This is an optimization exercise on Yosys and OpenROAD, whose aim is small area and a short achievable clock period, not a production implementation.
Where RTL was checked, it was by simulation tests only, not by an equivalence proof against the original.
Function not checked in runs 2 and 3: the RTL went through the layout flow alone.
Power is estimated from default activity; no workload was simulated.

## design.v

```verilog
module stage1_top (
	input logic clk,
	input logic arst_n,
	input logic ins_new_en, ins_new_1_vld, ins_new_2_vld,
	input logic [4-1:0] ins_1_des, ins_1_s1, ins_1_s2,
	input logic [4-1:0] ins_1_op,
	input logic [4-1:0] ins_1_ime,
	input logic [4-1:0] ins_2_des, ins_2_s1, ins_2_s2,
	input logic [4-1:0] ins_2_op,
	input logic [4-1:0] ins_2_ime,
	input logic ins_back_1, ins_back_2, ins_back_3, ins_back_4,
	input logic [4-1:0] ins_back_1_des, ins_back_2_des, ins_back_3_des, ins_back_4_des,
	input logic flush_en,
	input logic [3-1:0] flush_id,
	input logic [16-1:0] flush_reg,
	output logic entry_full, entry_empty, branch_full,
	output logic out_1_vld,
	output logic [4-1:0] out_1_des, out_1_s1, out_1_s2,
	output logic [4-1:0] out_1_op,
	output logic [3-1:0] out_1_branch,
	output logic [4-1:0] out_1_ime,
	output logic out_2_vld,
	output logic [4-1:0] out_2_des, out_2_s1, out_2_s2,
	output logic [4-1:0] out_2_op,
	output logic [3-1:0] out_2_branch,
	output logic [4-1:0] out_2_ime,
	output logic out_3_vld,
	output logic [4-1:0] out_3_des, out_3_s1, out_3_s2,
	output logic [4-1:0] out_3_op,
	output logic [3-1:0] out_3_branch,
	output logic [4-1:0] out_3_ime,
	output logic out_4_vld,
	output logic [4-1:0] out_4_des, out_4_s1, out_4_s2,
	output logic [4-1:0] out_4_op,
	output logic [3-1:0] out_4_branch,
	output logic [4-1:0] out_4_ime
);
	localparam int EW = 4 + 3 * 4 + 4 + 3;
	logic [EW-1:0] m [8];       
	logic [7:0] st;             
	logic [3:0] pm;             
	logic [4:0] sa;             
	logic [9:0] sw;             
	logic [9:0] os;             
	logic [3:0] ov;             
	logic ef, ee, bf;           
	logic [3-1:0] tag_ctr;
	logic [16-1:0] busy;
	function automatic int widx(input int j, input int k);
		widx = (j == 0) ? k : (j == 1) ? 4 + k : (j == 2) ? 7 + k : 9;
	endfunction
	logic [4:0] sel [8];
	always_comb begin
		for (int j = 0; j < 8; j++)
			for (int k = 0; k <= 4; k++)
				sel[j][k] = (j + k >= 8) ? 1'b0 : (j + k >= 4) ? sa[k] : sw[widx(j, k) % 10];
	end
	logic [EW-1:0] l [8];
	logic [7:0] lv;             
	always_comb begin
		for (int j = 0; j < 8; j++) begin
			l[j] = '0;
			lv[j] = 1'b0;
			for (int k = 0; k <= 4; k++) begin
				if (j + k < 8 && sel[j][k]) begin
					l[j] = l[j] | m[j + k];
					lv[j] = lv[j] | st[j + k];
				end
			end
		end
	end
	logic [3:0] w_vld, elig, im, w_wr;
	logic [4-1:0] w_des [4], w_s1 [4], w_s2 [4];
	always_comb begin
		for (int k = 0; k < 4; k++) begin
			w_vld[k] = lv[k];
			{w_des[k], w_s1[k], w_s2[k]} = l[k][EW-4-1 -: 3 * 4];
			w_wr[k] = l[k][EW-1 -: 4] != 4'h0;
		end
	end
	always_comb begin
		for (int k = 0; k < 4; k++) begin
			elig[k] = w_vld[k] && !busy[w_s1[k]] && !busy[w_s2[k]] && !busy[w_des[k]];
			for (int j = 0; j < k; j++) begin
				if (w_vld[j] && w_wr[j] &&
				    (w_des[j] == w_s1[k] || w_des[j] == w_s2[k] || w_des[j] == w_des[k]))
					elig[k] = 1'b0;
			end
		end
	end
	assign im = flush_en ? '0 : elig;
	logic [16-1:0] busy_nxt;
	always_comb begin
		for (int r = 0; r < 16; r++) begin
			logic clr, set;
			clr = (ins_back_1 && ins_back_1_des == 4'(r)) || (ins_back_2 && ins_back_2_des == 4'(r)) ||
			      (ins_back_3 && ins_back_3_des == 4'(r)) || (ins_back_4 && ins_back_4_des == 4'(r)) ||
			      (flush_en && flush_reg[r]);
			set = 1'b0;
			for (int k = 0; k < 4; k++)
				set = set || (elig[k] && w_wr[k] && w_des[k] == 4'(r));
			busy_nxt[r] = (set && !flush_en) || (busy[r] && !clr);
		end
	end
	logic [4:0] pc [5];         
	logic [4:0] sa_e, sa_nxt;
	logic [9:0] sw_e, os_e, sw_nxt, os_nxt;
	logic [3:0] ov_e, ov_nxt;
	always_comb begin
		pc[0] = 5'b00001;
		for (int i = 0; i < 4; i++)
			pc[i + 1] = elig[i] ? {pc[i][3:0], 1'b0} : pc[i];
		sa_e = pc[4];
		for (int j = 0; j < 4; j++)
			for (int k = 0; j + k < 4; k++) begin
				sw_e[widx(j, k)] = !elig[j + k] && pc[j + k][k];
				os_e[widx(k, j)] = elig[j + k] && pc[j + k][k];
			end
		ov_e = {pc[4][4], pc[4][4] | pc[4][3], !(pc[4][0] | pc[4][1]), !pc[4][0]};
		sa_nxt = flush_en ? 5'b00001 : sa_e;
		sw_nxt = flush_en ? 10'b1010010001 : sw_e;
		os_nxt = flush_en ? 10'b0 : os_e;
		ov_nxt = flush_en ? 4'b0 : ov_e;
	end
	logic br_1, br_2, accept;
	logic [3-1:0] tag_inc1, tag_inc2;
	logic [EW-1:0] e_1, e_2;
	assign br_1 = ins_new_1_vld && ins_1_op == 4'hf;
	assign br_2 = ins_new_2_vld && ins_2_op == 4'hf;
	assign accept = ins_new_en && !flush_en && !ef && !((br_1 || br_2) && bf);
	assign tag_inc1 = {tag_ctr[2] ^ (tag_ctr[1] & tag_ctr[0]), tag_ctr[1] ^ tag_ctr[0], !tag_ctr[0]};
	assign tag_inc2 = {tag_ctr[2] ^ tag_ctr[1], !tag_ctr[1], tag_ctr[0]};
	assign e_1 = {ins_1_op, ins_1_des, ins_1_s1, ins_1_s2, ins_1_ime, tag_ctr};
	assign e_2 = {ins_2_op, ins_2_des, ins_2_s1, ins_2_s2, ins_2_ime, br_1 ? tag_inc1 : tag_ctr};
	logic [7:0] hit, keep;
	always_comb begin
		logic h;
		h = 1'b0;
		for (int j = 0; j < 8; j++) begin
			hit[j] = lv[j] && l[j][3-1:0] == flush_id;
			h = h || hit[j];
			keep[j] = lv[j] && !h;
		end
	end
	logic a1, a2, b1, b2;
	assign a1 = accept && (ins_new_1_vld || ins_new_2_vld);
	assign a2 = accept && ins_new_1_vld && ins_new_2_vld;
	assign b1 = accept && (br_1 || br_2);
	assign b2 = accept && br_1 && br_2;
	logic [7:0] st_nxt;
	logic [3-1:0] tag_nxt;
	logic [EW-1:0] m_nxt [8];
	always_comb begin
		for (int j = 0; j < 8; j++) begin
			if (lv[j])
				m_nxt[j] = l[j];
			else if ((j == 0 || lv[(j + 7) & 7]) && ins_new_1_vld)
				m_nxt[j] = e_1;
			else
				m_nxt[j] = e_2;
		end
		if (flush_en)
			st_nxt = keep;
		else if (a2)
			st_nxt = {lv[5:0], 2'b11};
		else if (a1)
			st_nxt = {lv[6:0], 1'b1};
		else
			st_nxt = lv;
		if (flush_en)
			tag_nxt = flush_id;
		else if (b2)
			tag_nxt = tag_inc2;
		else if (b1)
			tag_nxt = tag_inc1;
		else
			tag_nxt = tag_ctr;
	end
	function automatic logic [4:0] therm4(input logic [3:0] b);
		therm4[0] = 1'b1;
		therm4[1] = |b;
		therm4[2] = (b[0] & b[1]) | (b[0] & b[2]) | (b[0] & b[3]) | (b[1] & b[2]) | (b[1] & b[3]) | (b[2] & b[3]);
		therm4[3] = (b[0] & b[1] & b[2]) | (b[0] & b[1] & b[3]) | (b[0] & b[2] & b[3]) | (b[1] & b[2] & b[3]);
		therm4[4] = &b;
	endfunction
	logic [7:0] lbv;            
	logic [4:0] tx, ty, tz;     
	logic [7:0] pi;             
	logic [8:0] p4;             
	logic bge2, bge3, bge4;
	logic ef_nxt, ee_nxt, bf_nxt;
	always_comb begin
		for (int j = 0; j < 8; j++)
			lbv[j] = lv[j] && l[j][EW-1 -: 4] == 4'hf;
		tx = therm4(lbv[7:4]);
		ty = therm4(lbv[3:0] & ~elig);
		tz = therm4(lbv[3:0]);
		bge2 = tx[2] | (tx[1] & ty[1]) | ty[2];
		bge3 = tx[3] | (tx[2] & ty[1]) | (tx[1] & ty[2]) | ty[3];
		bge4 = tx[4] | (tx[3] & ty[1]) | (tx[2] & ty[2]) | (tx[1] & ty[3]) | ty[4];
		p4 = '0;
		p4[4] = tz[4];
		p4[5] = tz[4] | (tz[3] & lbv[4]);
		p4[6] = p4[5] | (tz[2] & lbv[4] & lbv[5]) | (tz[3] & lbv[5]);
		for (int j = 7; j <= 8; j++) begin
			logic [4:0] tp;
			tp = therm4(lbv[7:4] & 4'((1 << (j - 4)) - 1));
			p4[j] = tz[4] | (tz[3] & tp[1]) | (tz[2] & tp[2]) | (tz[1] & tp[3]) | tp[4];
		end
		for (int j = 0; j < 8; j++)
			pi[j] = 1'b0;
		for (int j = 0; j < 8; j++)
			for (int k = 0; k <= 4; k++)
				if (j + k < 8 && sa_e[k])
					pi[j] = pi[j] | lv[j + k];
		if (flush_en) begin
			ef_nxt = keep[6];
			ee_nxt = !keep[0];
			bf_nxt = p4[8] && !(|(hit & ~p4[7:0]));
		end else begin
			ef_nxt = pi[6] || (a1 && pi[5]) || (a2 && pi[4]);
			ee_nxt = !pi[0] && !a1;
			bf_nxt = bge4 || (b1 && bge3) || (b2 && bge2);
		end
	end
	always_ff @(posedge clk or negedge arst_n) begin
		if (!arst_n) begin
			st <= '0;
			ov <= '0;
			ef <= 1'b0;
			ee <= 1'b1;
			bf <= 1'b0;
			tag_ctr <= '0;
			busy <= '0;
		end else begin
			st <= st_nxt;
			ov <= ov_nxt;
			ef <= ef_nxt;
			ee <= ee_nxt;
			bf <= bf_nxt;
			tag_ctr <= tag_nxt;
			busy <= busy_nxt;
		end
	end
	always_ff @(posedge clk) begin
		pm <= im;
		sa <= sa_nxt;
		sw <= sw_nxt;
		os <= os_nxt;
		for (int j = 0; j < 8; j++)
			m[j] <= m_nxt[j];
	end
	assign entry_empty = ee;
	assign entry_full = ef;
	assign branch_full = bf;
	logic [EW-1:0] o [4];
	always_comb begin
		for (int k = 0; k < 4; k++) begin
			o[k] = '0;
			for (int i = k; i < 4; i++)
				if (os[widx(k, i - k)])
					o[k] = o[k] | m[i];
		end
	end
	assign {out_4_vld, out_3_vld, out_2_vld, out_1_vld} = ov;
	assign {out_1_op, out_1_des, out_1_s1, out_1_s2, out_1_ime, out_1_branch} = o[0];
	assign {out_2_op, out_2_des, out_2_s1, out_2_s2, out_2_ime, out_2_branch} = o[1];
	assign {out_3_op, out_3_des, out_3_s1, out_3_s2, out_3_ime, out_3_branch} = o[2];
	assign {out_4_op, out_4_des, out_4_s1, out_4_s2, out_4_ime, out_4_branch} = o[3];
endmodule
```

## run.sh

```bash
#!/bin/bash
# synth_recipe.tcl (not shown) runs the flow's synth.tcl, then flattens the netlist and writes it again
# the make line also repeats each setting of config.mk as NAME=value (left out here)
make -C /OpenROAD-flow-scripts/flow DESIGN_CONFIG=/design/flow/config.mk WORK_HOME=/design/flow/orfs CLKGATE_MAP_FILE= SYNTH_SCRIPT=/design/flow/synth_recipe.tcl finish
```

## config.mk

```make
export PLATFORM = sky130hd
export DESIGN_NAME = stage1_top
export DESIGN_NICKNAME = stage1_top
export VERILOG_FILES = /design/flow/design.v
export SDC_FILE = /design/flow/constraint.sdc
export NUM_CORES = 4
export LEC_CHECK = 0
export CAP_MARGIN = 20
export CORE_MARGIN = 2
export CORE_UTILIZATION = 25
export PLACE_DENSITY = 0.35
export SLEW_MARGIN = 20
```

## constraint.sdc

```tcl
create_clock -name core_clock -period 22.0 [get_ports {clk}]
set_input_delay 4.4000 -clock core_clock [delete_from_list [all_inputs] [get_ports {clk}]]
set_output_delay 4.4000 -clock core_clock [all_outputs]
set_load 0.01 [all_outputs]
```

==> results of run 1 <==
## cells in the final DEF, fill, tap and decap left out, drive strengths merged, types with 9 or more instances in the layout
cell / synthesis / layout
nor2b: 18 / 18
xnor2: 65 / 65
inv: 40 / 41
o211ai: 15 / 15
clkbuf: 215 / 55
o22ai: 17 / 17
a222oi: 136 / 136
a221oi: 30 / 30
o21ai: 51 / 51
nand4: 20 / 20
clkdlybuf4s50: 0 / 180
and3: 49 / 49
nand2: 480 / 480
nand3b: 9 / 9
mux2i: 145 / 145
a22oi: 195 / 195
and2: 41 / 41
nor4: 29 / 29
a211oi: 21 / 21
nor3: 25 / 25
xor2: 46 / 46
nor2: 162 / 162
nand2b: 15 / 15
a22o: 42 / 42
dfxtp: 191 / 191
buf: 77 / 51
a31oi: 118 / 118
dfrtp: 33 / 33
o221ai: 10 / 10
edfxtp: 16 / 16
a21oi: 96 / 96
nand3: 55 / 55
## routing by layer
metal / vias up / global-route usage / routed length (um)
li1: 9763 / - / -
met1: 11300 / 0.377 / 50300
met2: 1267 / 0.456 / 54200
met3: 207 / 0.0407 / 9150
met4: 4 / 0.108 / 4630
met5: - / 0 / 27
## worst max path at each step
stage,end,startpoint,slack [ps]
detailed placement,bf,ins_1_op[3],13940
CTS,ef,ins_1_op[3],14520
global route,bf,ins_1_op[3],14190
global placement,bf,ins_1_op[3],13940
finish,ef,ins_1_op[3],14510
floorplan,ef,ins_1_op[2],15370
## worst max-delay path: cells and delay by family
kind / cells / cell delay, ps
compound gates: 5 / 1510
buf+inv: 2 / 820
mux: 1 / 200
simple gates: 5 / 990
## cell usage after synthesis, types with 40 or more instances
cell type	count	area share
dfxtp_1	191	0.20
a22o_1	42	0.019
xor2_1	46	0.021
a222oi_1	136	0.070
nand2_1	473	0.091
and3_1	49	0.016
a31oi_1	118	0.038
a22oi_1	194	0.075
clkbuf_1	209	0.040
o21ai_0	44	0.011
nand3_1	55	0.014
nor2_1	162	0.031
inv_1	40	0.0077
a21oi_1	96	0.025
mux2i_1	145	0.074
and2_1	40	0.013
xnor2_1	65	0.029
## flip-flops by register name, summed over array words and instances, names as in the netlist
signal,flops
sw,10
tag_ctr,3
st,8
ov,4
bf,1
sa,3
ee,1
ef,1
m,184
os,10
busy,16
## power by group through the flow
stage,sequential (mW),clock (mW),combinational (mW)
after global routing,1.15,0.597,2.59
after CTS,1.11,0.582,2.42
after floorplan,0.838,0,1.63
after global placement,1.12,0,2.39
after detailed placement,1.11,0,2.41
final,1.13,0.570,2.44
## per-stage QoR
step	area [um^2]	cells
CTS	23000	3632
global placement	21900	3569
global route	23000	3632
finish	23000	3632
detailed placement	21900	3570
floorplan	19500	2591
## cells by family (layout without fill, tap and decap cells)
family | Yosys count | after routing | synth area share
adders and majority gates | 8 | 8 | 0.00474
and+or+nand+nor | 938 | 938 | 0.223
DFF | 241 | 241 | 0.264
muxes | 150 | 150 | 0.0771
xor gates and xnor gates | 111 | 111 | 0.0497
buffers and inverters | 332 | 333 | 0.0696
AOI/OAI and AO/OA | 811 | 811 | 0.312
## cell type report
type / instances / area (um^2) / area share
clock buffer: 55 / 1010 / 0.0439
multi-input combinational: 2018 / 13100 / 0.569
inverter: 40 / 150 / 0.00653
sequential: 241 / 5190 / 0.226
clock inverter: 7 / 100 / 0.00435
tap: 1040 / 1300 / 0.0566
timing repair buffer: 231 / 2170 / 0.0945
==> flow_metrics.tcl, run 1 <==
set metrics [dict create \
    min_path_type "reg2reg" \
    slew_headroom 0.255 \
    reg2reg_depth 15 \
    crit_path_top_delay_cell "a21oi_1" \
    ant_nets 0 \
    cts_resized 0 \
    cts_tree "done" \
    worstMarginPinSlew_ps 1120 \
    via_count 22500 \
    drt_iter0_markers 2933 \
    synth-edff-count 16 \
    p_int_mw 1.84 \
    die_area_um2 80400 \
    pwr-share-clk 0.138 \
    timing.rr.start "os[9]" \
    start_kind "primary input" \
    post-dp-hpwl_um 76500 \
    hold_buffers 0 \
    clock_latency_ps 570 \
    layout-drive-gt1-share 0.0629 \
    synth-seq-cells 241 \
    tns_ps 0 \
    layout.nets 2657 \
    min_period_over_period 0.340 \
    antenna_found_initial 2 \
    synth-main-ff-cell "dfxtp_1" \
    start_util 0.252 \
    max_cap_violations 0 \
    cts_root_buf "clkbuf_16" \
    diodes 0 \
    fp.dieW_um 284 \
    pwr-share-seq 0.272 \
    synth_fp_nets 2681 \
    drc_errors 0 \
    setup_viol 0 \
    end_kind "flip-flop" \
    min_period_ps 7490 \
    run_status "finished clean" \
    yosysUniqueCellTypes 87 \
    drv_slew 0 \
    p_sw_mw 2.30 \
    cts_setup_buffers 0 \
    grt_pass1_vias 21700 \
    hold_depth 2 \
    grt.total_usage 0.282 \
    p_per_area_nw_per_um2 180 \
    die_h_um 284 \
    syn2layout_area_growth_pct 17.7 \
    cpMostUsedCell "nor2_1" \
    synth_cells 2591 \
    synthArstFlopShare 0.141 \
    fmax_mhz 134 \
    rows 102 \
    cts-htree-levels 2 \
    hp-start "m[7][1]" \
    fin_skew_ps 31.6 \
    critPathArrivalTime_ps 7940 \
    cts_buffers 35 \
    clk_pin_slew_ps 60 \
    ys_seq_area_frac 0.264 \
    drt_wl_total_um 118000 \
    hold_path_end "m[7][1]" \
    final.fill_count 8366 \
    power.leakage_nw 8.79 \
    setup_ws_ps 14510 \
    gp_congestion 0.885 \
    core_area_um2 77500 \
    path_cells "clkdlybuf4s50_1, nand3_1, nor2_1, buf_4, or2_2, a21oi_1, o21ai_0, nor2_1, nor4b_1, mux2_2, a31oi_1, o221a_1, o221ai_1" \
    hold_slack_ps 558 \
    max_stage_delay_ps 700 \
    rr_endpoint "ee" \
    cts.path.max_buffers 3 \
    grt_start_max_net_pins 62 \
    port_buffers 183 \
    r2r_setup_slack_ps 16220 \
    hold_viol 0 \
    cp_max_fo 12 \
    numClockSinks 241 \
    grt_overflow 0 \
    path_class "in2reg" \
    cp.required_ps 22460 \
    fin_util 0.297 \
    rsz0062_at_grt "false" \
    io_pins 184 \
    netlist_area_um2 19500 \
    post-place-ws_ps 13940 \
    ys_warn_count 30 \
    grt_pass1_wl_um 166000 \
    peakVddDrop_mv 0.0743 \
    routedWlPerCell_um 32.6 \
    avgSynthCellArea_um2 7.54 \
    power_frac_comb 0.590 \
    p_total_mw 4.14 \
    detailedRoute.firstPassIterationCount 8 \
    via_per_inst 6.21 \
    swShare 0.555 \
]
==> inputs of run 2 (changes only) <==
--- a/design.v
+++ b/design.v
@@ -64,5 +64,5 @@
 			for (int k = 0; k <= 4; k++) begin
-				if (j + k < 8 && sel[j][k]) begin
+				if (j + k < 8 && sel[j][k] && st[j + k]) begin
 					l[j] = l[j] | m[j + k];
-					lv[j] = lv[j] | st[j + k];
+					lv[j] = 1'b1;
 				end
@@ -154,8 +154,7 @@
 		for (int j = 0; j < 8; j++) begin
-			if (lv[j])
-				m_nxt[j] = l[j];
-			else if ((j == 0 || lv[(j + 7) & 7]) && ins_new_1_vld)
-				m_nxt[j] = e_1;
-			else
-				m_nxt[j] = e_2;
+			m_nxt[j] = l[j];
+			if (!lv[j] && (j == 0 || lv[(j + 7) & 7]) && ins_new_1_vld)
+				m_nxt[j] = m_nxt[j] | e_1;
+			else if (!lv[j])
+				m_nxt[j] = m_nxt[j] | e_2;
 		end
==> flow/run.sh (new file) <==
#!/bin/bash
# The standard layout with two changes: synthesis maps with an ABC script
# that recovers area (flow/abc_speed.script, in a copy of the ORFS scripts),
# and the port buffers are buf_2 cells.
set -euo pipefail
here=$(pwd)
rm -rf "$here/scripts"
cp -r "$FLOW_HOME/scripts" "$here/scripts"
cp "$here/flow/abc_speed.script" "$here/scripts/abc_speed.script"
bash standard.sh SCRIPTS_DIR="$here/scripts" \
	BUFFER_PORTS_ARGS="-buffer_cell sky130_fd_sc_hd__buf_2" > "$here/standard.log" 2>&1
==> flow/abc_speed.script (new file) <==
&get -n; &st; &syn2; &dch; &nf -R 1000; &put; topo; stime -c
==> standard.sh (new file) <==
#!/bin/bash
# synth_recipe.tcl (not shown) runs the flow's synth.tcl, then flattens the netlist and writes it again
# the make line also repeats each setting of config.mk as NAME=value (left out here)
make -C /OpenROAD-flow-scripts/flow DESIGN_CONFIG=/design/flow/config.mk WORK_HOME=/design/flow/orfs CLKGATE_MAP_FILE= SYNTH_SCRIPT=/design/flow/synth_recipe.tcl "${@:-finish}"
removed: run.sh
==> run 2 against run 1 <==
Still clean on timing, DRC and antenna. Combinational power fell by 42%. Fmax rose by 7.5%. Synthesized area fell by 14%. Critical endpoint is now out_2_s2[3]. Largest cell class unchanged. Highest routed layer unchanged.
==> flow_metrics.tcl, run 2 <==
set metrics [dict create \
    cts-htree-levels 1 \
    via_per_inst 6.29 \
    ys_seq_area_frac 0.311 \
    io_pins 184 \
    drv_slew 0 \
    slew_headroom 0.213 \
    start_kind "flip-flop" \
    p_total_mw 2.91 \
    cts_buffers 31 \
    die_h_um 263 \
    gp_congestion 0.875 \
    synth.top_cell.area_share 0.219 \
    grt_start_max_net_pins 39 \
    ant_nets 0 \
    min_path_type "reg2reg" \
    critPathArrivalTime_ps 2560 \
    min_period_ps 6960 \
    ys_top_cells_by_count "458 x nand2_1, 184 x dfxtp_1, 161 x a22oi_1" \
    clk_pin_slew_ps 70 \
    path_class "reg2out" \
    max_cap_violations 0 \
    cts_tree "done" \
    setup_ws_ps 15040 \
    rows 95 \
    die_area_um2 69300 \
    largest_reg_flops 161 \
    core_area_um2 66800 \
    worstMarginPinSlew_ps 1180 \
    via_count 20700 \
    netlist_area_um2 16800 \
    largest-register "m" \
    fin_util 0.304 \
    mostFrequentLayoutCells "458 x nand2_1, 183 x buf_2, 179 x dfxtp_1, 161 x a22oi_1, 148 x a222oi_1" \
    crit_path_top_delay_cell "dfxtp_1" \
    routedWlPerCell_um 31.3 \
    cts_root_buf "clkbuf_16" \
    fin_skew_ps 32.4 \
    yosysMostFrequentCell "nand2_1" \
    path_cells "buf_4, a222oi_1, clkinv_1, buf_2" \
    hold_viol 0 \
    reg_top3 "m (161), busy (16), os (10)" \
    tns_ps 0 \
    drc_errors 0 \
    synthArstFlopShare 0.141 \
    synth-seq-cells 241 \
    end_kind "output port" \
    p_per_area_nw_per_um2 143 \
    fmax_mhz 144 \
    synth_fp_nets 2204 \
    numClockSinks 241 \
    ys_warn_count 30 \
    grt.met3_usage 0.0498 \
    grt.total_usage 0.285 \
    hold_buffers 0 \
    drt_iter0_markers 2784 \
    max_stage_delay_ps 680 \
    cp.required_ps 17600 \
    port_buffers 183 \
    cts_setup_buffers 0 \
    cp_max_fo 14 \
    antenna_found_initial 3 \
    cts.path.max_buffers 3 \
    yosys.area.top_type "dfxtp_1" \
    final_cell_count_no_fill 3286 \
    use_met1 0.397 \
    dp_cells 3228 \
    setup_viol 0 \
    synth.area.top_cells "dfxtp_1 22%, nand2_1 10%, a222oi_1 8.8%, a22oi_1 7.2%, dfrtp_1 4.9%" \
    layout.nets 2478 \
    power.leakage_nw 8.07 \
    fp.dieW_um 263 \
    avgSynthCellArea_um2 7.95 \
    grt_pass1_wl_um 147000 \
    drt_wl_total_um 103000 \
    synth_cells 2114 \
    run_status "finished clean" \
    synth-main-ff-cell "dfxtp_1" \
    grt_pass1_vias 19700 \
    dpl_cell_area_um2 19300 \
    yosysUniqueCellTypes 60 \
    rsz0062_at_grt "false" \
    peakVddDrop_mv 0.0641 \
    post-place-ws_ps 14850 \
    synth-edff-count 23 \
    clock_latency_ps 620 \
    start_util 0.251 \
    hold_slack_ps 508 \
    post-dp-hpwl_um 68500 \
    grt_overflow 0 \
    layout-drive-gt1-share 0.126 \
    busiest_layer "met2" \
    grt_use_met2 0.454 \
    layout_commonest_cell "nand2_1" \
    min_period_over_period 0.316 \
    fin_area_um2 20300 \
    detailedRoute.firstPassIterationCount 7 \
    syn2layout_area_growth_pct 20.8 \
    cts_resized 0 \
]
==> run 2: cell count changes in the layout (fill, tap and decap cells not counted), sizes merged, moves of 48 or more <==
cell | previous run | this run
clkdlybuf4s50 | 180 | 0
nor2 | 162 | 114
mux2i | 145 | 35
buf | 51 | 241
a31oi | 118 | 22
a221o | 1 | 58
nand3 | 55 | 107
==> run 2: layer usage <==
metal | vias to the layer above | part of all wire
met5 | - | 0.00022
met4 | 4 | 0.022
met2 | 1126 | 0.45
met1 | 10300 | 0.45
met3 | 149 | 0.082
li1 | 9039 | -
==> run 2: cells by family after synthesis <==
family,Yosys count,share of synthesized area
AO/OA/AOI/OAI,741,0.338
AND/OR/NAND/NOR,943,0.259
multiplexers,47,0.0289
flip-flops,241,0.311
adder cells (fa/ha/maj),5,0.00372
XOR/XNOR,96,0.0500
buffers and inverters,41,0.00916
==> run 2: path summary, 6_finish.rpt <==
| path | from | endpoint | slack [ps] | cells after the start |
|---|---|---|---|---|
| worst max-delay path | os[5] | out_2_s2[3] | 15040 | 4 |
| worst min-delay path | m[0][5] | m[0][5] | 510 | 2 |
| worst max register to register | os[9] | ef | 15740 | 19 |
| worst min register to register | m[0][5] | m[0][5] | 510 | 2 |
| max in group asynchronous | arst_n | busy[2] | 17440 | 1 |
| min in group asynchronous | arst_n | st[3] | 3940 | 1 |
==> run 2: final cells by class <==
class / count / area, um^2
timing repair buffer: 241 / 1350
clock inverter: 10 / 91.3
inverter: 41 / 154
fill: 7215 / 46500
tap: 873 / 1090
sequential: 241 / 5230
clock buffer: 47 / 897
multi-input combinational: 1832 / 11500
antenna: 1 / 2.50
==> run 2: critical path, delay by kind of cell (launching register included) <==
kind / cells / cell delay [ps]
AO/OA/AOI/OAI: 1 / 550
buffers and inverters: 3 / 710
flip-flops: 1 / 680
==> run 2: report_power, final <==
| part | switching [mW] | total [mW] | internal (mW) |
|---|---|---|---|
| clock | 0.221 | 0.513 | 0.292 |
| sequential | 0.337 | 0.989 | 0.652 |
| combinational | 0.918 | 1.41 | 0.491 |
==> inputs of run 3 (changes only) <==
==> flow/run.sh (replaced) <==
#!/bin/bash
# The standard layout with three changes: synthesis maps with an ABC script
# that recovers area (flow/abc_speed.script, in a copy of the ORFS scripts),
# the port buffers are buf_2 cells, and timing repair aims at a setup slack
# margin well above zero (the clock and constraints are the design's).
set -euo pipefail
here=$(pwd)
rm -rf "$here/scripts"
cp -r "$FLOW_HOME/scripts" "$here/scripts"
cp "$here/flow/abc_speed.script" "$here/scripts/abc_speed.script"
bash standard.sh SCRIPTS_DIR="$here/scripts" \
	BUFFER_PORTS_ARGS="-buffer_cell sky130_fd_sc_hd__buf_2" \
	SETUP_SLACK_MARGIN=15.5 > "$here/standard.log" 2>&1
==> run 3 against run 2 <==
Still clean on timing, DRC and antenna. Design area grew 0.17%. Sequential cell count stayed put. Synthesized area did not move. Setup slack better by 500 ps. Wire length down 0.25%. Die area unchanged. Clock power is essentially flat. Global-route usage hardly changed. Largest cell class unchanged. Highest routed layer unchanged.
==> flow_metrics.tcl, run 3 <==
set metrics [dict create \
    drt_iter0_markers 2645 \
    grt_pass1_wl_um 147000 \
    synth_fp_nets 2204 \
    synthArstFlopShare 0.141 \
    die_h_um 263 \
    grt_start_max_net_pins 39 \
    dp_cells 3228 \
    synth_top_family_by_area "compound AO/OA/AOI/OAI gates" \
    reg_top3 "m (161), busy (16), os (10)" \
    crit_buf_inv 3 \
    hold_buffers 0 \
    p_per_area_nw_per_um2 143 \
    path_class "reg2out" \
    min_period_ps 6460 \
    max_cap_violations 0 \
    fin_area_um2 20300 \
    setup_viol 0 \
    end_kind "output port" \
    cts-htree-levels 1 \
    synth-seq-cells 241 \
    slew_headroom 0.216 \
    via_per_inst 6.29 \
    yosysMostFrequentCell "nand2_1" \
    tns_ps 0 \
    drt_wl_total_um 103000 \
    largest-register "m" \
    layout.nets 2479 \
    fmax_mhz 155 \
    worstMarginPinSlew_ps 1180 \
    min_path_type "reg2reg" \
    synth.top_cell.area_share 0.219 \
    synth_cells 2114 \
    cts.path.max_buffers 3 \
    cp_max_fo 10 \
    layout_commonest_cell "nand2_1" \
    drc_errors 0 \
    min_period_over_period 0.294 \
    grt_pass1_vias 19700 \
    peakVddDrop_mv 0.0639 \
    antenna_found_initial 3 \
    rsz0062_at_grt "false" \
    avgSynthCellArea_um2 7.95 \
    routedWlPerCell_um 31.3 \
    hold_depth 2 \
    cts_buffers 31 \
    cts_root_buf "clkbuf_16" \
    ys_seq_area_frac 0.311 \
    critPathArrivalTime_ps 2060 \
    crit_path_top_delay_cell "a222oi_1" \
    start_util 0.251 \
    synth_xor_area_frac 0.0500 \
    grt_overflow 0 \
    port_buffers 183 \
    post-dp-hpwl_um 68500 \
    start_kind "flip-flop" \
    gp_congestion 0.875 \
    fin_skew_ps 31.0 \
    largest_reg_flops 161 \
    via_count 20700 \
    dpl_cell_area_um2 19300 \
    clk_pin_slew_ps 60 \
    ys_warn_count 30 \
    setup_ws_ps 15540 \
    synthAdderAreaFrac 0.00372 \
    final.fill_count 7211 \
    die_area_um2 69300 \
    clock_latency_ps 620 \
    synth-edff-count 23 \
    yosys.area.top_type "dfxtp_1" \
    rows 95 \
    synth_simple_gate_area_share 0.259 \
    core_area_um2 66800 \
    layout-drive-gt1-share 0.128 \
    syn2layout_area_growth_pct 21.0 \
    detailedRoute.firstPassIterationCount 7 \
    multi_input_area_um2 11500 \
    final_cell_count_no_fill 3286 \
    max_stage_delay_ps 600 \
    cp.required_ps 17600 \
    run_status "finished clean" \
    drv_slew 0 \
    yosysUniqueCellTypes 60 \
    io_pins 184 \
    mostFrequentLayoutCells "458 x nand2_1, 183 x buf_2, 175 x dfxtp_1, 161 x a22oi_1, 148 x a222oi_1" \
    grt.total_usage 0.285 \
    p_total_mw 2.91 \
    cts_tree "done" \
    synth_compound_area_frac 0.338 \
    crit_cells 4 \
    reg2reg_depth 19 \
    post-place-ws_ps 14850 \
    synth.area.top_cells "dfxtp_1 22%, nand2_1 10%, a222oi_1 8.8%, a22oi_1 7.2%, dfrtp_1 4.9%" \
    ys_top_cells_by_count "458 x nand2_1, 184 x dfxtp_1, 161 x a22oi_1" \
    synthMuxAreaShare 0.0289 \
    path_cells "buf_6, a222oi_1, clkinv_1, buf_2" \
    netlist_area_um2 16800 \
    ant_nets 0 \
    hold_viol 0 \
    synth-main-ff-cell "dfxtp_1" \
    regArea_um2 5260 \
    power.leakage_nw 8.08 \
    diodes 0 \
    fp.dieW_um 263 \
    numClockSinks 241 \
    cp_top_family "compound AO/OA/AOI/OAI gates" \
]
[run 3: changes by cell type in the layout (fill, tap and decap cells not counted), sizes merged]
cell,before,now
buf,241,242
diode,1,0
[run 3: what timing repair did]
| item | CTS | global route |
|---|---|---|
| resized for setup | 13 | 2 |
| endpoints found under the setup margin | 46 | 5 |
| buffers inserted | 1 | 0 |
| pin swaps | 2 | 0 |
| hold endpoints to repair | 0 | 0 |
[run 3: final timing paths]
check | start | end | slack, ps
worst min register to register | m[0][5] | m[0][5] | 500
worst max-delay path | os[5] | out_2_s1[0] | 15540
max in group asynchronous | arst_n | busy[2] | 17430
worst min-delay path | m[0][5] | m[0][5] | 500
worst max register to register | os[9] | ef | 15770
min in group asynchronous | arst_n | ov[0] | 3940
[run 3: power breakdown]
part           switching [mW]  total, mW  internal (mW)
logic                   0.918       1.41          0.491
registers               0.335      0.987          0.652
clock network           0.221      0.513          0.292
[run 3: logic make-up after synthesis]
group / count (synthesis)
mux: 47
simple gates: 943
compound gates: 741
xor+xnor: 96
fa+ha+maj: 5
flops: 241
buf+inv: 41
[run 3: metal layers]
| layer | vias up | track usage | share of wire |
|---|---|---|---|
| met3 | 135 | 0.0498 | 0.087 |
| li1 | 9033 | - | - |
| met5 | - | 0 | 0.00022 |
| met4 | 4 | 0.0689 | 0.020 |
| met2 | 1170 | 0.455 | 0.45 |
| met1 | 10300 | 0.398 | 0.44 |
[run 3: area by class of cell]
| type | instances | share of cell area |
|---|---|---|
| Clock buffer | 47 | 0.0441 |
| Clock inverter | 10 | 0.00449 |
| Inverter | 41 | 0.00757 |
| Multi-Input combinational cell | 1832 | 0.564 |
| Sequential cell | 241 | 0.258 |
| Tap cell | 873 | 0.0537 |
| Timing Repair Buffer | 242 | 0.0672 |
[run 3: worst min-delay path: cells and delay by family, from the launching register on]
| kind | cells | cell delay [ps] |
|---|---|---|
| flip-flops | 1 | 340 |
| AND/OR/NAND/NOR | 1 | 60 |
| AO/OA/AOI/OAI | 1 | 70 |
[run 3: stage by stage]
| step | utilization | hold slack (ps) |
|---|---|---|
| 4_1_cts | 0.304 | 500 |
| 3_3_place_gp | 0.289 | 476 |
| 5_1_grt | 0.304 | 518 |
| 6_report | 0.304 | 502 |
| 2_1_floorplan | - | 448 |
| 3_5_place_dp | 0.289 | 480 |
==> inputs of run 4 (changes only) <==
--- a/design.v
+++ b/design.v
@@ -51,2 +51,9 @@
 	endfunction
+	function automatic logic [4:0] therm4(input logic [3:0] b);
+		therm4[0] = 1'b1;
+		therm4[1] = |b;
+		therm4[2] = (b[0] & b[1]) | (b[0] & b[2]) | (b[0] & b[3]) | (b[1] & b[2]) | (b[1] & b[3]) | (b[2] & b[3]);
+		therm4[3] = (b[0] & b[1] & b[2]) | (b[0] & b[1] & b[3]) | (b[0] & b[2] & b[3]) | (b[1] & b[2] & b[3]);
+		therm4[4] = &b;
+	endfunction
 	logic [4:0] sel [8];
@@ -64,5 +71,5 @@
 			for (int k = 0; k <= 4; k++) begin
-				if (j + k < 8 && sel[j][k] && st[j + k]) begin
+				if (j + k < 8 && sel[j][k]) begin
 					l[j] = l[j] | m[j + k];
-					lv[j] = 1'b1;
+					lv[j] = lv[j] | st[j + k];
 				end
@@ -105,2 +112,3 @@
 	logic [4:0] pc [5];         
+	logic [4:0] ne;             
 	logic [4:0] sa_e, sa_nxt;
@@ -112,3 +120,4 @@
 			pc[i + 1] = elig[i] ? {pc[i][3:0], 1'b0} : pc[i];
-		sa_e = pc[4];
+		ne = therm4(elig);
+		sa_e = ne & ~{1'b0, ne[4:1]};
 		for (int j = 0; j < 4; j++)
@@ -118,3 +127,3 @@
 			end
-		ov_e = {pc[4][4], pc[4][4] | pc[4][3], !(pc[4][0] | pc[4][1]), !pc[4][0]};
+		ov_e = ne[4:1];
 		sa_nxt = flush_en ? 5'b00001 : sa_e;
@@ -154,7 +163,8 @@
 		for (int j = 0; j < 8; j++) begin
-			m_nxt[j] = l[j];
-			if (!lv[j] && (j == 0 || lv[(j + 7) & 7]) && ins_new_1_vld)
-				m_nxt[j] = m_nxt[j] | e_1;
-			else if (!lv[j])
-				m_nxt[j] = m_nxt[j] | e_2;
+			if (lv[j])
+				m_nxt[j] = l[j];
+			else if ((j == 0 || lv[(j + 7) & 7]) && ins_new_1_vld)
+				m_nxt[j] = e_1;
+			else
+				m_nxt[j] = e_2;
 		end
@@ -177,12 +187,4 @@
 	end
-	function automatic logic [4:0] therm4(input logic [3:0] b);
-		therm4[0] = 1'b1;
-		therm4[1] = |b;
-		therm4[2] = (b[0] & b[1]) | (b[0] & b[2]) | (b[0] & b[3]) | (b[1] & b[2]) | (b[1] & b[3]) | (b[2] & b[3]);
-		therm4[3] = (b[0] & b[1] & b[2]) | (b[0] & b[1] & b[3]) | (b[0] & b[2] & b[3]) | (b[1] & b[2] & b[3]);
-		therm4[4] = &b;
-	endfunction
 	logic [7:0] lbv;            
 	logic [4:0] tx, ty, tz;     
-	logic [7:0] pi;             
 	logic [8:0] p4;             
@@ -208,8 +210,2 @@
 		end
-		for (int j = 0; j < 8; j++)
-			pi[j] = 1'b0;
-		for (int j = 0; j < 8; j++)
-			for (int k = 0; k <= 4; k++)
-				if (j + k < 8 && sa_e[k])
-					pi[j] = pi[j] | lv[j + k];
 		if (flush_en) begin
@@ -219,4 +215,6 @@
 		end else begin
-			ef_nxt = pi[6] || (a1 && pi[5]) || (a2 && pi[4]);
-			ee_nxt = !pi[0] && !a1;
+			ef_nxt = (lv[7] && !ne[2]) || (lv[6] && !lv[7] && !ne[1]) ||
+			         (lv[5] && !lv[6] && ((a1 && !ne[1]) || (a2 && !ne[2]))) ||
+			         (lv[4] && !lv[5] && a2 && !ne[1]);
+			ee_nxt = !a1 && !lv[4] && elig == lv[3:0];
 			bf_nxt = bge4 || (b1 && bge3) || (b2 && bge2);
--- a/config.mk
+++ b/config.mk
@@ -10,2 +10,5 @@
 export CORE_UTILIZATION = 25
+export CTS_BUF_LIST = sky130_fd_sc_hd__clkbuf_8
+export CTS_CLUSTER_DIAMETER = 60
+export CTS_CLUSTER_SIZE = 20
 export PLACE_DENSITY = 0.35
==> run 4 against run 3 <==
Setup slack got worse by 170 ps. Wire length increased by 10%. Combinational power increased by 34%. Clock power about the same. Power increased by 16%. Critical path depth decreased by 1. Highest routed layer unchanged.
==> flow_metrics.tcl, run 4 <==
set metrics [dict create \
    regArea_um2 5240 \
    worstMarginPinSlew_ps 1080 \
    path_cells "a222oi_1, clkinv_1, buf_2" \
    avgSynthCellArea_um2 7.74 \
    drc_errors 0 \
    routedWlPerCell_um 32.3 \
    core_area_um2 68700 \
    drt_iter0_markers 3725 \
    peakVddDrop_mv 0.0548 \
    cts-htree-levels 2 \
    largest_reg_flops 184 \
    hold_buffers 0 \
    hold_viol 0 \
    fin_util 0.310 \
    post-dp-hpwl_um 70700 \
    endpoint "out_2_des[1]" \
    cts_tree "done" \
    grt.total_usage 0.307 \
    power.leakage_nw 8.08 \
    ys_top_cells_by_count "449 x nand2_1, 258 x a21oi_1, 193 x dfxtp_1" \
    synthArstFlopShare 0.140 \
    rr_endpoint "bf" \
    layout_commonest_cell "nand2_1" \
    synth.top_cell.area_share 0.222 \
    critPathLaunch "os[4]" \
    fmax_mhz 151 \
    gp_congestion 0.875 \
    cp.required_ps 17600 \
    rows 96 \
    min_period_over_period 0.301 \
    port_buffers 183 \
    ys_seq_area_frac 0.299 \
    antenna_found_initial 8 \
    cts_buffers 39 \
    clock_latency_ps 660 \
    cp_max_fo 2 \
    detailedRoute.firstPassIterationCount 10 \
    crit_path_top_delay_cell "a222oi_1" \
    yosysMostFrequentCell "nand2_1" \
    tns_ps 0 \
    timing.rr.start "sw[0]" \
    yosys.area.top_type "dfxtp_1" \
    clk_pin_slew_ps 90 \
    fp.dieW_um 268 \
    path_class "reg2out" \
    io_pins 184 \
    min_period_ps 6630 \
    setup_viol 0 \
    die_h_um 268 \
    layout-drive-gt1-share 0.140 \
    via_count 22200 \
    run_status "finished clean" \
    multi_input_area_um2 12100 \
    via_per_inst 6.33 \
    synth_cells 2243 \
    max_cap_violations 0 \
    die_area_um2 71600 \
    slew_headroom 0.277 \
    synth-edff-count 16 \
    grt_overflow 0 \
    grt_pass1_wl_um 159000 \
    grt_start_max_net_pins 71 \
    netlist_area_um2 17400 \
    grt_pass1_vias 21000 \
    mostFrequentLayoutCells "440 x nand2_1, 258 x a21oi_1, 181 x buf_2, 179 x dfxtp_1, 173 x nor2_1" \
    synth-seq-cells 243 \
    drv_slew 0 \
    ys_warn_count 20 \
    synth.area.top_cells "dfxtp_1 22%, nand2_1 9.7%, a222oi_1 9.4%, a21oi_1 7.4%, a22oi_1 6.0%" \
    start_kind "flip-flop" \
    end_kind "output port" \
    final.fill_count 7599 \
    numClockSinks 243 \
    ant_nets 0 \
    cts.path.max_buffers 3 \
    rsz0062_at_grt "true" \
    synth-main-ff-cell "dfxtp_1" \
    reg_top3 "m (184), busy (16)" \
    largest-register "m" \
    max_stage_delay_ps 870 \
    min_path_type "reg2reg" \
    synth_fp_nets 2333 \
    critPathArrivalTime_ps 2230 \
    drt_wl_total_um 113000 \
    cts_root_buf "clkbuf_8" \
    start_util 0.253 \
    layout.nets 2637 \
    syn2layout_area_growth_pct 22.5 \
    reg2reg_depth 15 \
    r2r_setup_slack_ps 16180 \
    yosysUniqueCellTypes 55 \
    p_per_area_nw_per_um2 159 \
    fin_skew_ps 61.1 \
]
run 4: layout make-up:
cell class	instances	share of cell area
multi-input combinational	1961	0.568
clock inverter	30	0.0172
sequential	243	0.246
tap	931	0.0547
clock buffer	42	0.0272
antenna	5	0.000588
timing repair buffer	263	0.0792
inverter	39	0.00688
run 4: logic make-up (layout without fill, tap and decap cells):
group / count (synthesis) / in the layout / synth area share
AOI/OAI and AO/OA: 931 / 931 / 0.377
and+or+nand+nor: 844 / 844 / 0.213
DFF: 243 / 243 / 0.299
xor gates and xnor gates: 92 / 92 / 0.0464
muxes: 88 / 88 / 0.0519
buffers and inverters: 39 / 374 / 0.00843
adders and majority gates: 6 / 6 / 0.00418
other: 0 / 5 / 0
run 4: metal layers:
| metal | part of all wire | global-route usage | vias to the layer above |
|---|---|---|---|
| met3 | 0.10 | 0.0709 | 215 |
| met1 | 0.43 | 0.425 | 11100 |
| met5 | 0.00033 | 0 | - |
| met2 | 0.43 | 0.455 | 1342 |
| li1 | - | - | 9617 |
| met4 | 0.040 | 0.126 | 6 |
run 4: repair_timing:
item                                    CTS  global route
gates resized for setup                  17            10
gates cloned                              1             1
endpoints found under the setup margin   57            16
setup buffers                            16             0
pin swaps                                 3             7
run 4: critical path, delay by kind of cell (launching register included):
family | cells | cell delay, ps
flops | 1 | 390
buf+inv | 2 | 330
compound gates | 1 | 870
run 4: per-stage QoR:
stage          cells  hold WS [ps]  power, mW  setup WS (ps)  area [um^2]
3_3_place_gp    3418           543       2.79          14740        20000
4_1_cts         3508           558       3.33          15440        21200
5_1_grt         3511           597       3.56          15350        21300
6_report        3514           562       3.38          15370        21300
3_5_place_dp    3419           547       2.81          14850        20000
2_1_floorplan   2243           480       1.99          15920        17400
run 4: worst min-delay path by stage:
| stage | startpoint | to | slack, ps | cells past startpoint |
|---|---|---|---|---|
| 5_1_grt | m[7][20] | m[7][20] | 600 | 2 |
| 3_3_place_gp | m[7][1] | m[7][1] | 540 | 2 |
| 3_5_place_dp | m[7][1] | m[7][1] | 550 | 2 |
| 4_1_cts | m[7][1] | m[7][1] | 560 | 2 |
| 6_report | m[7][1] | m[7][1] | 560 | 2 |
| 2_1_floorplan | m[7][1] | m[7][1] | 480 | 2 |
run 4: report_power, final:
part | internal, mW | switching [mW] | leakage, nW | total, mW
Combinational | 0.628 | 1.26 | 5.34 | 1.89
Sequential | 0.643 | 0.328 | 2.25 | 0.971
Clock | 0.268 | 0.246 | 0.496 | 0.514
Total | 1.54 | 1.84 | 8.08 | 3.38
==> inputs of run 5 (changes only) <==
--- a/config.mk
+++ b/config.mk
@@ -10,5 +10,2 @@
 export CORE_UTILIZATION = 25
-export CTS_BUF_LIST = sky130_fd_sc_hd__clkbuf_8
-export CTS_CLUSTER_DIAMETER = 60
-export CTS_CLUSTER_SIZE = 20
 export PLACE_DENSITY = 0.35
==> run 5 against run 4 <==
Still clean. Final cell count is 0.46% lower. Hold slack better by 1.0 ps. Wire length is 1.2% lower. Fmax is 1.0% higher. Register-to-register slack worse by 40 ps. Sequential power is 0.4% higher. Non-clock buffer count is 3 lower. Combinational power hardly changed. Sequential share of layout area is 0.10 points lower. Design area is 0.33% higher. Synthesized area stayed put. Via count is 0.47% lower.
==> flow_metrics.tcl, run 5 <==
set metrics [dict create \
    die_h_um 268 \
    cts_root_buf "clkbuf_16" \
    end_kind "output port" \
    final_cell_count_no_fill 3498 \
    drv_slew 0 \
    ys_seq_area_frac 0.299 \
    avgSynthCellArea_um2 7.74 \
    detailedRoute.firstPassIterationCount 8 \
    cts-htree-levels 2 \
    largest_reg_flops 184 \
    synth_cells 2243 \
    max_cap_violations 0 \
    via_per_inst 6.33 \
    cp_max_fo 6 \
    yosysMostFrequentCell "nand2_1" \
    start_util 0.253 \
    grt.total_usage 0.304 \
    run_status "finished clean" \
    hold_viol 0 \
    worstMarginPinSlew_ps 1080 \
    routed-wl-met2_um 47700 \
    largest-register "m" \
    top_layer_used "met5" \
    p_per_area_nw_per_um2 161 \
    grt_overflow 0 \
    hold_buffers 0 \
    critPathLaunch "m[2][16]" \
    peakVddDrop_mv 0.0565 \
    ys_warn_count 20 \
    netlist_area_um2 17400 \
    syn2layout_area_growth_pct 22.9 \
    path_class "reg2out" \
    layout-drive-gt1-share 0.132 \
    rows 96 \
    synth-edff-count 16 \
    post-dp-hpwl_um 70700 \
    port_buffers 183 \
    clock_latency_ps 570 \
    hp-start "m[7][1]" \
    fp.dieW_um 268 \
    synth-main-ff-cell "dfxtp_1" \
    io_pins 184 \
    start_kind "flip-flop" \
    dp_cells 3419 \
    post-place-ws_ps 14850 \
    synth-seq-cells 243 \
    setup_viol 0 \
    antenna_found_initial 7 \
    drt_wl_total_um 112000 \
    power.leakage_nw 8.11 \
    timing.rr.start "sw[0]" \
    min_period_over_period 0.298 \
    drt_iter0_markers 3530 \
    fmax_mhz 152 \
    drc_errors 0 \
    synthArstFlopShare 0.140 \
    grt_pass1_vias 21000 \
    reg_top3 "m (184), busy (16)" \
    cp.required_ps 17600 \
    cts.path.max_buffers 3 \
    min_period_ps 6560 \
    grt_pass1_wl_um 158000 \
    yosysUniqueCellTypes 55 \
    clk_pin_slew_ps 60 \
    via_count 22100 \
    tns_ps 0 \
    rsz0062_at_grt "true" \
    fin_skew_ps 46.0 \
    numClockSinks 243 \
    critPathArrivalTime_ps 2160 \
    layout.nets 2630 \
    synth.area.top_cells "dfxtp_1 22%, nand2_1 9.7%, a222oi_1 9.4%, a21oi_1 7.4%, a22oi_1 6.0%" \
    routedWlPerCell_um 32.0 \
    gp_congestion 0.875 \
    ys_top_cells_by_count "449 x nand2_1, 258 x a21oi_1, 193 x dfxtp_1" \
    met1_length_um 49400 \
    hold_depth 2 \
    min_path_type "reg2reg" \
    setup_ws_ps 15440 \
    layout_commonest_cell "nand2_1" \
    synth_fp_nets 2333 \
    fin_util 0.311 \
    yosys.area.top_type "dfxtp_1" \
    synth.top_cell.area_share 0.222 \
    cts_buffers 35 \
    mostFrequentLayoutCells "440 x nand2_1, 258 x a21oi_1, 183 x buf_2, 180 x dfxtp_1, 173 x nor2_1" \
    grt_start_max_net_pins 71 \
    core_area_um2 68700 \
    die_area_um2 71600 \
    slew_headroom 0.261 \
    route.met3.wl_um 10600 \
    reg2reg_depth 13 \
    cts_tree "done" \
    ant_nets 0 \
]
run 5: metrics by stage:
step,cell area [um^2],hold slack (ps),power (mW)
floorplan,17400,480,1.99
global placement,20000,543,2.79
detailed placement,20000,547,2.81
CTS,21300,554,3.39
global route,21400,594,3.61
finish,21400,563,3.43
run 5: what timing repair did:
action / in CTS / in global routing
endpoints found under the setup margin: 23 / 5
gates cloned: 1 / 0
setup buffers: 11 / 2
gates resized for setup: 15 / 1
pin swaps: 3 / 1
run 5: routing by layer:
layer,vias to the layer above,global-route usage
met5,-,0
met4,8,0.116
met1,11000,0.427
met3,204,0.0580
li1,9625,-
met2,1296,0.457
run 5: worst paths after layout:
path	slack, ps	to
worst min register to register	560	m[7][1]
max in group asynchronous	17700	busy[0]
worst max register to register	16140	ef
min in group asynchronous	3770	ef
worst max-delay path	15440	out_2_des[1]
worst min-delay path	560	m[7][1]
run 5: cell families after synthesis:
logic type                 Yosys count  synth area share
buffers and inverters               39           0.00843
AOI/OAI and AO/OA                  931             0.377
muxes                               88            0.0519
and+or+nand+nor                    844             0.213
DFF                                243             0.299
xor gates and xnor gates            92            0.0464
adders and majority gates            6           0.00418
run 5: area by class of cell:
type	count	area, um^2
antenna	1	2.50
clock buffer	51	996
clock inverter	12	123
fill	7571	47300
inverter	39	146
multi-input combinational	1961	12100
sequential	243	5240
tap	931	1160
timing repair buffer	260	1600
run 5: critical path: stages (launching register included):
cell,delay [ps]
dfxtp_1,380
a222oi_1,890
clkinv_1,150
buf_2,180
run 5: where the power goes:
group	total (mW)	switching (mW)	internal (mW)
combinational	1.89	1.26	0.626
sequential	0.975	0.330	0.644
clock	0.571	0.242	0.328
total	3.43	1.83	1.60
==> inputs of run 6 (changes only) <==
--- a/design.v
+++ b/design.v
@@ -71,6 +71,6 @@
 			for (int k = 0; k <= 4; k++) begin
-				if (j + k < 8 && sel[j][k]) begin
+				if (j + k < 8 && sel[j][k] && (j == 7 || st[j + k]))
 					l[j] = l[j] | m[j + k];
+				if (j + k < 8 && sel[j][k])
 					lv[j] = lv[j] | st[j + k];
-				end
 			end
@@ -163,8 +163,16 @@
 		for (int j = 0; j < 8; j++) begin
-			if (lv[j])
+			if (j == 7) begin
+				if (lv[j])
+					m_nxt[j] = l[j];
+				else if (lv[j - 1] && ins_new_1_vld)
+					m_nxt[j] = e_1;
+				else
+					m_nxt[j] = e_2;
+			end else begin
 				m_nxt[j] = l[j];
-			else if ((j == 0 || lv[(j + 7) & 7]) && ins_new_1_vld)
-				m_nxt[j] = e_1;
-			else
-				m_nxt[j] = e_2;
+				if (!lv[j] && (j == 0 || lv[(j + 7) & 7]) && ins_new_1_vld)
+					m_nxt[j] = m_nxt[j] | e_1;
+				else if (!lv[j])
+					m_nxt[j] = m_nxt[j] | e_2;
+			end
 		end
==> run 6 against run 5 <==
Power down 14%. Fmax rose by 2.6%. First-iteration DRC count rose by 6.4%. Sequential cell count is the same. Count of clock-buffer cells in the layout rose by 4. Wire length down 0.72%. Critical path depth increased by 1. Hold slack got worse by 62 ps. Sequential power rose by 0.6%. Critical path type unchanged. Critical endpoint is now out_2_s1[3]. Largest cell class unchanged.
==> flow_metrics.tcl, run 6 <==
set metrics [dict create \
    synth-edff-count 16 \
    cts_root_buf "clkbuf_16" \
    ant_nets 0 \
    worstMarginPinSlew_ps 1190 \
    clock_latency_ps 580 \
    cp.required_ps 17600 \
    gp_congestion 0.861 \
    die_area_um2 69900 \
    grt_pass1_vias 20200 \
    numClockSinks 243 \
    largest-register "m" \
    yosys.area.top_type "dfxtp_1" \
    power.leakage_nw 8.24 \
    cts_tree "done" \
    hold_viol 0 \
    diodes 0 \
    run_status "finished clean" \
    ys_seq_area_frac 0.306 \
    drt_iter0_markers 3757 \
    fmax_mhz 156 \
    detailedRoute.firstPassIterationCount 9 \
    largest_reg_flops 184 \
    path_class "reg2out" \
    syn2layout_area_growth_pct 22.5 \
    synth_fp_nets 2277 \
    avgSynthCellArea_um2 7.75 \
    reg_top3 "m (184), busy (16)" \
    grt_start_max_net_pins 48 \
    ys_warn_count 30 \
    core_area_um2 67200 \
    peakVddDrop_mv 0.0561 \
    via_per_inst 6.38 \
    synth-seq-cells 243 \
    yosysMostFrequentCell "nand2_1" \
    io_pins 184 \
    critPathArrivalTime_ps 2000 \
    layout_commonest_cell "nand2_1" \
    min_period_over_period 0.291 \
    max_cap_violations 0 \
    cts_buffers 36 \
    tns_ps 0 \
    start_kind "flip-flop" \
    mostFrequentLayoutCells "487 x nand2_1, 189 x dfxtp_1, 184 x buf_2, 177 x a22oi_1, 158 x nor2_1" \
    ys_top_cells_by_count "488 x nand2_1, 193 x dfxtp_1, 177 x a22oi_1" \
    p_per_area_nw_per_um2 142 \
    drv_slew 0 \
    grt_pass1_wl_um 156000 \
    start_util 0.252 \
    cp_max_fo 23 \
    synthArstFlopShare 0.140 \
    routedWlPerCell_um 33.0 \
    layout-drive-gt1-share 0.133 \
    via_count 21500 \
    port_buffers 183 \
    synth-main-ff-cell "dfxtp_1" \
    rows 95 \
    antenna_found_initial 3 \
    rsz0062_at_grt "false" \
    min_period_ps 6400 \
    netlist_area_um2 17000 \
    synth_cells 2187 \
    post-dp-hpwl_um 69900 \
    fin_skew_ps 28.5 \
    final.fill_count 7260 \
    yosysUniqueCellTypes 57 \
    drc_errors 0 \
    grt_overflow 0 \
    cts.path.max_buffers 3 \
    p_total_mw 2.95 \
    layout.nets 2561 \
    synth.top_cell.area_share 0.228 \
    fp.dieW_um 264 \
    grt.total_usage 0.305 \
    min_path_type "reg2reg" \
    die_h_um 264 \
    drt_wl_total_um 111000 \
    cts-htree-levels 2 \
    slew_headroom 0.203 \
    clk_pin_slew_ps 50 \
    end_kind "output port" \
    setup_viol 0 \
    synth.area.top_cells "dfxtp_1 23%, nand2_1 11%, a222oi_1 9.0%, a22oi_1 7.8%, dfrtp_1 4.9%" \
]
==> run 6: changes by cell type after synthesis, sizes merged, moves of 37 or more <==
cell and delta:
a21oi -170, nand3 +64, a221oi -54, nand2 +39, a22oi +38, and3 +37
==> run 6: critical path, stage by stage, from the launching register on <==
cell      delay, ps
dfxtp_1         300
buf_6           220
a222oi_1        590
clkinv_1        150
buf_2           170
==> run 6: power by group <==
group | leakage (nW) | switching [mW] | internal (mW) | total (mW)
Clock | 0.587 | 0.249 | 0.352 | 0.601
Combinational | 5.40 | 0.915 | 0.452 | 1.37
Sequential | 2.25 | 0.331 | 0.650 | 0.981
Total | 8.24 | 1.49 | 1.45 | 2.95
==> run 6: stage by stage <==
| step | util | instances | setup slack, ps | hold WS, ps | cell area (um^2) |
|---|---|---|---|---|---|
| after floorplan | - | 2187 | 15590 | 448 | 17000 |
| after global placement | 0.290 | 3300 | 14900 | 480 | 19500 |
| after detailed placement | 0.290 | 3301 | 14780 | 477 | 19500 |
| after CTS | 0.308 | 3367 | 15490 | 498 | 20700 |
| after global routing | 0.309 | 3372 | 15520 | 530 | 20800 |
| final | 0.309 | 3372 | 15600 | 501 | 20800 |
==> run 6: layout make-up <==
cell class              count  area (um^2)  area share
clock buffers              55         1070      0.0517
inverters                  39          146     0.00705
flip-flops and latches    243         5210       0.251
multi-input cells        1905        11700       0.565
well taps                 873         1090      0.0526
repair buffers            246         1410      0.0677
clock inverters            11          114     0.00548
==> run 6: path summary, 6_finish.rpt <==
path                          from     endpoint  slack, ps  cells past startpoint
hold reg to reg            m[0][5]      m[0][5]        500                      2
hold / removal             m[0][5]      m[0][5]        500                      2
setup / recovery             os[5]  out_2_s1[3]      15600                      4
min in group asynchronous   arst_n        ov[0]       4010                      1
max in group asynchronous   arst_n     busy[10]      17320                      1
setup reg to reg             st[1]      busy[9]      16370                     17
==> run 6: cells by family after synthesis <==
family	Yosys count	share of synthesized area
AND/OR/NAND/NOR	1018	0.272
AO/OA/AOI/OAI	728	0.324
adder cells (fa/ha/maj)	5	0.00369
XOR/XNOR	95	0.0491
multiplexers	59	0.0362
buffers and inverters	39	0.00863
flip-flops	243	0.306
==> run 6: timing repair <==
item	in CTS	in global routing
endpoints found under the setup margin	17	30
hold endpoints to repair	0	0
resized for setup	5	4
pin swaps	1	2
setup buffers	0	5
hold buffers	0	0
==> run 6: metal layers <==
metal / up-vias / track usage / routed length (um)
met5: - / 0 / 23
met4: 4 / 0.0914 / 3240
met3: 195 / 0.0651 / 11600
met2: 1392 / 0.447 / 46900
met1: 10700 / 0.444 / 49500
li1: 9228 / - / -
==> inputs of run 7 (changes only) <==
--- a/config.mk
+++ b/config.mk
@@ -9,4 +9,4 @@
 export CORE_MARGIN = 2
-export CORE_UTILIZATION = 25
-export PLACE_DENSITY = 0.35
+export CORE_UTILIZATION = 35
+export PLACE_DENSITY = 0.5
 export SLEW_MARGIN = 20
==> run 7 against run 6 <==
Wire length down 13%. Synthesized area unchanged. Power down 4.8%. Fmax down 1.6%. Via count up 0.61%. Critical path type unchanged.
==> flow_metrics.tcl, run 7 <==
set metrics [dict create \
    run_status "finished clean" \
    power_frac_comb 0.471 \
    min_period_ps 6500 \
    grt_pass1_wl_um 139000 \
    pwr-share-clk 0.187 \
    fin_skew_ps 12.3 \
    grt_overflow 0 \
    io_pins 184 \
    routedWlPerCell_um 31.1 \
    worstMarginPinSlew_ps 1260 \
    synth-edff-count 16 \
    avgSynthCellArea_um2 7.75 \
    power.leakage_nw 8.14 \
    cp_max_fo 16 \
    cts_root_buf "clkbuf_16" \
    layout.nets 2557 \
    cp.required_ps 17600 \
    min_path_type "reg2reg" \
    hold_viol 0 \
    timing.rr.start "st[0]" \
    tns_ps 0 \
    max_cap_violations 0 \
    detailedRoute.firstPassIterationCount 13 \
    mostFrequentLayoutCells "488 x nand2_1, 187 x dfxtp_1, 183 x buf_2, 177 x a22oi_1, 158 x nor2_1" \
    ant_nets 0 \
    netlist_area_um2 17000 \
    pwr-share-seq 0.343 \
    fmax_mhz 154 \
    hp-start "m[0][3]" \
    port_buffers 183 \
    syn2layout_area_growth_pct 19.7 \
    crit_path_top_delay_cell "dfxtp_2" \
    layout_commonest_cell "nand2_1" \
    largest-register "m" \
    swShare 0.498 \
    core_area_um2 47700 \
    path_cells "buf_4, a222oi_1, nand2_1, buf_2" \
    ys_top_cells_by_count "488 x nand2_1, 193 x dfxtp_1, 177 x a22oi_1" \
    die_area_um2 50200 \
    peakVddDrop_mv 0.0745 \
    die_h_um 224 \
    yosysMostFrequentCell "nand2_1" \
    grt_pass1_vias 20000 \
    p_per_area_nw_per_um2 138 \
    drv_slew 0 \
    cts-htree-levels 1 \
    drc_errors 0 \
    path_class "reg2out" \
    grt.total_usage 0.370 \
    cts_buffers 30 \
    post-dp-hpwl_um 61500 \
    synth_fp_nets 2277 \
    reg_top3 "m (184), busy (16)" \
    clk_pin_slew_ps 60 \
    ys_seq_area_frac 0.306 \
    min_period_over_period 0.295 \
    fp.dieW_um 224 \
    rsz0062_at_grt "false" \
    start_util 0.355 \
    synth_cells 2187 \
    synth.top_cell.area_share 0.228 \
    synth.area.top_cells "dfxtp_1 23%, nand2_1 11%, a222oi_1 9.0%, a22oi_1 7.8%, dfrtp_1 4.9%" \
    slew_headroom 0.146 \
    synthArstFlopShare 0.140 \
    numClockSinks 243 \
    yosys.area.top_type "dfxtp_1" \
    max_stage_delay_ps 550 \
    largest_reg_flops 184 \
    synth-seq-cells 243 \
    end_kind "output port" \
    hold_slack_ps 501 \
    via_per_inst 6.97 \
    yosysUniqueCellTypes 57 \
    p_int_mw 1.41 \
    p_sw_mw 1.40 \
    start_kind "flip-flop" \
    gp_congestion 0.958 \
    via_count 21700 \
    clock_latency_ps 580 \
    ys_warn_count 30 \
    cts.path.max_buffers 3 \
    antenna_found_initial 1 \
    final.fill_count 4925 \
    drt_wl_total_um 96600 \
    drt_iter0_markers 3755 \
    synth-main-ff-cell "dfxtp_1" \
    grt_start_max_net_pins 78 \
    critPathArrivalTime_ps 2100 \
    setup_viol 0 \
    layout-drive-gt1-share 0.128 \
    critPathLaunch "os[1]" \
    rows 80 \
    cts_tree "done" \
]
## run 7: cell counts after synthesis
Identical to the previous run, type by type.
## run 7: what timing repair did
item                       CTS  global route
setup endpoints to repair   55             8
resized for setup           12             5
setup buffers                2             1
hold buffers                 0             0
pin swaps                    2             1
## run 7: cells by family after synthesis
family,Yosys count,share of synthesized area
fa+ha+maj,5,0.00369
simple gates,1018,0.272
compound gates,728,0.324
xor+xnor,95,0.0491
mux,59,0.0362
buf+inv,39,0.00863
flops,243,0.306
## run 7: power by group through the flow
stage	combinational [mW]	sequential (mW)	clock, mW
4_1_cts	1.28	0.940	0.526
2_1_floorplan	0.784	0.837	0
6_report	1.32	0.962	0.524
3_5_place_dp	1.27	0.947	0
3_3_place_gp	1.25	0.947	0
5_1_grt	1.40	0.981	0.542
## run 7: area by class of cell
cell class | count | area [um^2] | share of cell area
timing repair buffer | 248 | 1430 | 0.0702
clock inverter | 10 | 113 | 0.00555
tap | 615 | 769 | 0.0379
sequential | 243 | 5210 | 0.257
antenna | 1 | 2.50 | 0.000123
multi-input combinational | 1905 | 11700 | 0.577
inverter | 39 | 146 | 0.00721
clock buffer | 46 | 922 | 0.0454
## run 7: metrics by stage
| stage | setup slack (ps) | cell area (um^2) | utilization | power (mW) | std cells |
|---|---|---|---|---|---|
| 2_1_floorplan | 15590 | 17000 | - | 1.62 | 2187 |
| 3_3_place_gp | 14570 | 19200 | 0.402 | 2.20 | 3047 |
| 3_5_place_dp | 14530 | 19200 | 0.402 | 2.22 | 3047 |
| 4_1_cts | 15500 | 20300 | 0.424 | 2.74 | 3105 |
| 5_1_grt | 15500 | 20300 | 0.425 | 2.92 | 3107 |
| 6_report | 15500 | 20300 | 0.425 | 2.81 | 3107 |
## run 7: final timing paths
kind / cells past startpoint / end / slack, ps
max reg2reg: 16 / busy[3] / 16210
max: 4 / out_1_des[1] / 15500
max in group asynchronous: 1 / busy[0] / 17450
min reg2reg: 2 / m[0][3] / 500
min: 2 / m[0][3] / 500
min in group asynchronous: 1 / bf / 3950
## run 7: worst max-delay path, delay by kind of cell, from the launching register on
kind                   cells  cell delay, ps
buffers and inverters      2             570
flip-flops                 1             550
AO/OA/AOI/OAI              1             190
AND/OR/NAND/NOR            1             190
## run 7: layer usage
layer	global-route usage	part of all wire	vias to the layer above
met4	0.131	0.035	0
met2	0.545	0.42	1715
li1	-	-	9209
met5	0	0	-
met1	0.517	0.41	10500
met3	0.0988	0.14	235

-- re-timing with driven ports --
The results above use ideal ports. As a check the final layouts listed here were re-extracted and re-timed, cells and wires unchanged.
Step 1: set_driving_cell puts a clkbuf_16 on clk and a buf_2 on each other input, an assumption about the parent block.
Step 2 times the ports against the registers' clock, not the clock port: input delays grow and output delays shrink by t, the midpoint of the rising clock arrivals with the driver on.
Three values: ideal ports, drivers, drivers and shift; two values: the first two.
run	t, ns	slack for setup (ns)	hold WS [ns]	worst data-port slew with drivers (ns)
run 1	0.625	14.515 / 14.525 / 13.900	0.558 / 0.558 / 0.558	0.07
run 2	0.670	15.039 / 14.974 / 14.894	0.508 / 0.508 / 0.508	0.13
run 3	0.670	15.541 / 15.475 / 15.075	0.502 / 0.502 / 0.502	0.13
run 4	0.682	15.368 / 15.311 / 15.084	0.562 / 0.562 / 0.562	0.12
run 5	0.611	15.436 / 15.376 / 15.107	0.563 / 0.563 / 0.563	0.13
run 6	0.626	15.604 / 15.541 / 15.140	0.501 / 0.501 / 0.501	0.13
run 7	0.635	15.501 / 15.442 / 14.927	0.501 / 0.501 / 0.501	0.08
After both steps setup and hold are still met in every run listed. The setup slack of run 1, which loses most, moves by +0.010 ns with the drivers and by -0.615 ns with both steps.
